What follows belongs to an exercise in optimizing a design on an open flow for small area; a production flow would make more cautious choices.
Only simulation tests tie the RTL to the original design; equivalence was not proved.
Power figures rest on the tool's default switching activity, not on a simulated workload.

==> flow/design.v (excerpt) <==
module sha1_byte_stream_hasher (
    input  logic        aclk,
    input  logic        aresetn,
    input  logic        s_tvalid,
    output logic        s_tready,
    input  logic [7:0]  s_tdata,    
    input  logic        s_tuser,    
    output logic        m_tvalid,
    input  logic        m_tready,
    output logic [39:0] m_tdata,    
    output logic        m_tlast     
);
Size in the first run: ~1600 cells after synthesis, about 940 flip-flops, roughly 56 I/O pins, roughly 0.024 mm2 of cells after synthesis.
export LEC_CHECK = 0
export CAP_MARGIN = 20
export CORE_MARGIN = 2
export CORE_UTILIZATION = 40
export PLACE_DENSITY = 0.6
export SLEW_MARGIN = 20
create_clock -name core_clock -period 7.0 [get_ports {aclk}]
run.sh (not shown) runs the stock make flow with config.mk's settings and CLKGATE_MAP_FILE= SYNTH_SCRIPT=/design/flow/synth_recipe.tcl, a recipe that flattens the netlist after the stock synthesis.
Then changed:
- CORE_UTILIZATION: 40 -> 60
- CTS_BUF_LIST: unset -> sky130_fd_sc_hd__clkbuf_8
- CTS_CLUSTER_DIAMETER: unset -> 60
- CTS_CLUSTER_SIZE: unset -> 20
- PLACE_DENSITY: 0.6 -> 0.75
What happened:
- The new run finished with timing, DRC and antenna clean
- setup slack is worse by 0.061 ns
- total power came out lower by about 23%
- global-route usage goes up by 5.4 points
- synthesized area is unchanged
- count of clock-buffer cells in the layout drops by 61
- routed wire length falls by about 4%
Then changed:
- CORE_UTILIZATION: 60 -> 70
- CTS_CLUSTER_DIAMETER: 60 -> 50
- PLACE_DENSITY: 0.75 -> 0.8
The changed run completed with no timing, DRC or antenna violations. Total power rises by 0.46%. Global-route usage rises by 3.9 points. Worst setup slack gains 0.18 ns.


run A:
Another version of the RTL of sha1_byte_stream_hasher (not shown whole).
For scale: about 1700 cells after synthesis, roughly 930 flip-flops, ~56 I/O pins, ~23000 um2 of cells after synthesis.
Settings: LEC_CHECK=0, ABC_AREA=1, CAP_MARGIN=20, CORE_MARGIN=2, CORE_UTILIZATION=70, CTS_BUF_LIST=sky130_fd_sc_hd__clkbuf_8, CTS_CLUSTER_DIAMETER=50, CTS_CLUSTER_SIZE=20, PLACE_DENSITY=0.8, SLEW_MARGIN=20; clock period 7.0 ns.
standard.sh (not shown) runs the stock make flow with config.mk's settings and CLKGATE_MAP_FILE= SYNTH_SCRIPT=/design/flow/synth_recipe.tcl, a recipe that flattens the netlist after the stock synthesis.
==> flow/flow/run.sh <==
#!/bin/bash
# Standard ORFS layout (the standard.sh) with three changes:
#  - the half-adder cell is not used, so synthesis leaves half adders to abc
#    (the same registers come out; only gates differ),
#  - ports are buffered with the smallest buffer, sky130_fd_sc_hd__buf_1,
#  - clock tree synthesis adds no dummy loads.
# All make output goes to flow.log; ORFS keeps each step's log under orfs/logs.
set -euo pipefail
DU=" sky130_fd_sc_hd__probe_p_8 sky130_fd_sc_hd__probec_p_8 sky130_fd_sc_hd__lpflow_bleeder_1 sky130_fd_sc_hd__lpflow_clkbufkapwr_1 sky130_fd_sc_hd__lpflow_clkbufkapwr_16 sky130_fd_sc_hd__lpflow_clkbufkapwr_2 sky130_fd_sc_hd__lpflow_clkbufkapwr_4 sky130_fd_sc_hd__lpflow_clkbufkapwr_8 sky130_fd_sc_hd__lpflow_clkinvkapwr_1 sky130_fd_sc_hd__lpflow_clkinvkapwr_16 sky130_fd_sc_hd__lpflow_clkinvkapwr_2 sky130_fd_sc_hd__lpflow_clkinvkapwr_4 sky130_fd_sc_hd__lpflow_clkinvkapwr_8 sky130_fd_sc_hd__lpflow_decapkapwr_12 sky130_fd_sc_hd__lpflow_decapkapwr_3 sky130_fd_sc_hd__lpflow_decapkapwr_4 sky130_fd_sc_hd__lpflow_decapkapwr_6 sky130_fd_sc_hd__lpflow_decapkapwr_8 sky130_fd_sc_hd__lpflow_inputiso0n_1 sky130_fd_sc_hd__lpflow_inputiso0p_1 sky130_fd_sc_hd__lpflow_inputiso1n_1 sky130_fd_sc_hd__lpflow_inputiso1p_1 sky130_fd_sc_hd__lpflow_inputisolatch_1 sky130_fd_sc_hd__lpflow_isobufsrc_1 sky130_fd_sc_hd__lpflow_isobufsrc_16 sky130_fd_sc_hd__lpflow_isobufsrc_2 sky130_fd_sc_hd__lpflow_isobufsrc_4 sky130_fd_sc_hd__lpflow_isobufsrc_8 sky130_fd_sc_hd__lpflow_isobufsrckapwr_16 sky130_fd_sc_hd__lpflow_lsbuf_lh_hl_isowell_tap_1 sky130_fd_sc_hd__lpflow_lsbuf_lh_hl_isowell_tap_2 sky130_fd_sc_hd__lpflow_lsbuf_lh_hl_isowell_tap_4 sky130_fd_sc_hd__lpflow_lsbuf_lh_isowell_4 sky130_fd_sc_hd__lpflow_lsbuf_lh_isowell_tap_1 sky130_fd_sc_hd__lpflow_lsbuf_lh_isowell_tap_2 sky130_fd_sc_hd__lpflow_lsbuf_lh_isowell_tap_4 sky130_fd_sc_hd__ha_1"
CTS="-sink_clustering_enable -repair_clock_nets -sink_clustering_size 20 -sink_clustering_max_diameter 50 -buf_list sky130_fd_sc_hd__clkbuf_8 -dont_use_dummy_load"
bash standard.sh "DONT_USE_CELLS=$DU" "BUFFER_PORTS_ARGS=-buffer_cell sky130_fd_sc_hd__buf_1" "CTS_ARGS=$CTS" finish > flow.log 2>&1
Setup changes, run A to run H
# run A
export LEC_CHECK = 0
export ABC_AREA = 1
export CAP_MARGIN = 20
export CORE_MARGIN = 2
export CORE_UTILIZATION = 70
export CTS_BUF_LIST = sky130_fd_sc_hd__clkbuf_8
export CTS_CLUSTER_DIAMETER = 50
export CTS_CLUSTER_SIZE = 20
export PLACE_DENSITY = 0.8
export SLEW_MARGIN = 20
create_clock -name core_clock -period 7.0 [get_ports {aclk}]
# run H
export LEC_CHECK = 0
export ABC_AREA = 1
export CAP_MARGIN = 20
export CORE_MARGIN = 2
export CORE_UTILIZATION = 70
export CTS_BUF_LIST = sky130_fd_sc_hd__clkbuf_8
export CTS_CLUSTER_DIAMETER = 50
export CTS_CLUSTER_SIZE = 20
export GPL_TIMING_DRIVEN = 0
export PLACE_DENSITY = 0.9
export SLEW_MARGIN = 20
create_clock -name core_clock -period 7.0 [get_ports {aclk}]
--- a/flow/flow/run.sh
+++ b/flow/flow/run.sh
@@ -2,3 +2,5 @@
-# Standard ORFS layout (the standard.sh) with three changes:
-#  - the half-adder cell is not used, so synthesis leaves half adders to abc
-#    (the same registers come out; only gates differ),
+# Standard ORFS layout (the standard.sh) with these changes:
+#  - synthesis maps with a deeper area-oriented abc script (flow/abc_area_deep.script)
+#    in place of ORFS's abc_area.script; everything else in synthesis is the standard flow's
+#    synth_recipe.tcl and ORFS's synth.tcl, so the same registers come out,
+#  - the half-adder cell is not used, so half adders are left to abc,
@@ -7 +9 @@
-# All make output goes to flow.log; ORFS keeps each step's log under orfs/logs.
+# make's output goes to flow.log; ORFS keeps each step's log under orfs/logs.
@@ -8,0 +11,6 @@
+HERE=$(pwd)
+sed '/^source $::env(SCRIPTS_DIR)\/synth_preamble.tcl$/a if { [info exists ::env(MY_ABC_SCRIPT)] } { lset abc_args 1 $::env(MY_ABC_SCRIPT) }' "$FLOW_HOME/scripts/synth.tcl" > "$HERE/my_synth.tcl"
+grep -q MY_ABC_SCRIPT "$HERE/my_synth.tcl"
+sed "s|source \$::env(SCRIPTS_DIR)/synth.tcl|source $HERE/my_synth.tcl|" synth_recipe.tcl > "$HERE/my_synth_recipe.tcl"
+grep -q my_synth.tcl "$HERE/my_synth_recipe.tcl"
+export MY_ABC_SCRIPT="$HERE/flow/abc_area_deep.script"
@@ -11 +19 @@
-bash standard.sh "DONT_USE_CELLS=$DU" "BUFFER_PORTS_ARGS=-buffer_cell sky130_fd_sc_hd__buf_1" "CTS_ARGS=$CTS" finish > flow.log 2>&1
+bash standard.sh "SYNTH_SCRIPT=$HERE/my_synth_recipe.tcl" "DONT_USE_CELLS=$DU" "BUFFER_PORTS_ARGS=-buffer_cell sky130_fd_sc_hd__buf_1" "CTS_ARGS=$CTS" finish > flow.log 2>&1
==> flow/flow/abc_area_deep.script (new file) <==
&get -n
&st
&dc2
&dch -f
&nf -R 1000 -p
&put
mfs2 -a
&get -n
&st
&dc2
&dch -f
&nf -R 1000 -p
&put
mfs2 -a
&get -n
&st
&dch -f
&nf -R 1000 -p
&put
topo
dnsize
### Flow results
From run A to run H the numbers moved as follows: proportion of synthesized area in mux cells climbed 0.44 points, maximum frequency dropped about 1.7%, delay contributed by the slowest stage of the critical path now sits higher, power per cell area closely matched the old numbers, routed wire length down 6.7%. Going from run A to run H, number of signal-net buffers in the layout now sits higher, global-route usage now sits lower, clock skew now sits lower, signed area change from the synthesized netlist to the final layout now sits higher, number of clock buffers inserted by TritonCTS now sits lower. Compared with run A, run H shows wire length of the first global-routing pass that has gone down by a few percent.

-- what the ideal ports hide --
No port has a modelled driver above. Below, the same layouts with a new extraction and two added sets of constraints. Step 1 sets driving cells, clkbuf_16 on the clock port and buf_2 on the other inputs (assumed; they add their load-dependent delay and slew). Step 2, shift: input delay + t, output delay - t, t = (earliest + latest rising clock arrival at the registers) / 2. This alone moves slack from input paths to output paths. Slacks: ideal ports / drivers / drivers and shift; pairs: ideal ports / drivers.
| run | shift t [ns] | setup slack, ns | latest minus earliest clock arrival (ns) | worst data-port slew with drivers (ns) | pins driven straight from the clock port |
|---|---|---|---|---|---|
| the first run of note 1 | 0.672 | 1.454 / 1.454 / 1.454 | 0.047 / 0.047 | 0.06 | 1 |
| the second run of note 1 | 0.722 | 1.393 / 1.393 / 1.393 | 0.054 / 0.054 | 0.05 | 1 |
| the third run of note 1 | 0.689 | 1.569 / 1.569 / 1.569 | 0.052 / 0.051 | 0.05 | 1 |
| run A | 0.641 | 1.907 / 1.907 / 1.907 | 0.100 / 0.100 | 0.06 | 1 |
| run H | 0.639 | 1.817 / 1.817 / 1.817 | 0.092 / 0.092 | 0.04 | 1 |
After both steps setup and hold are still met in every run listed.
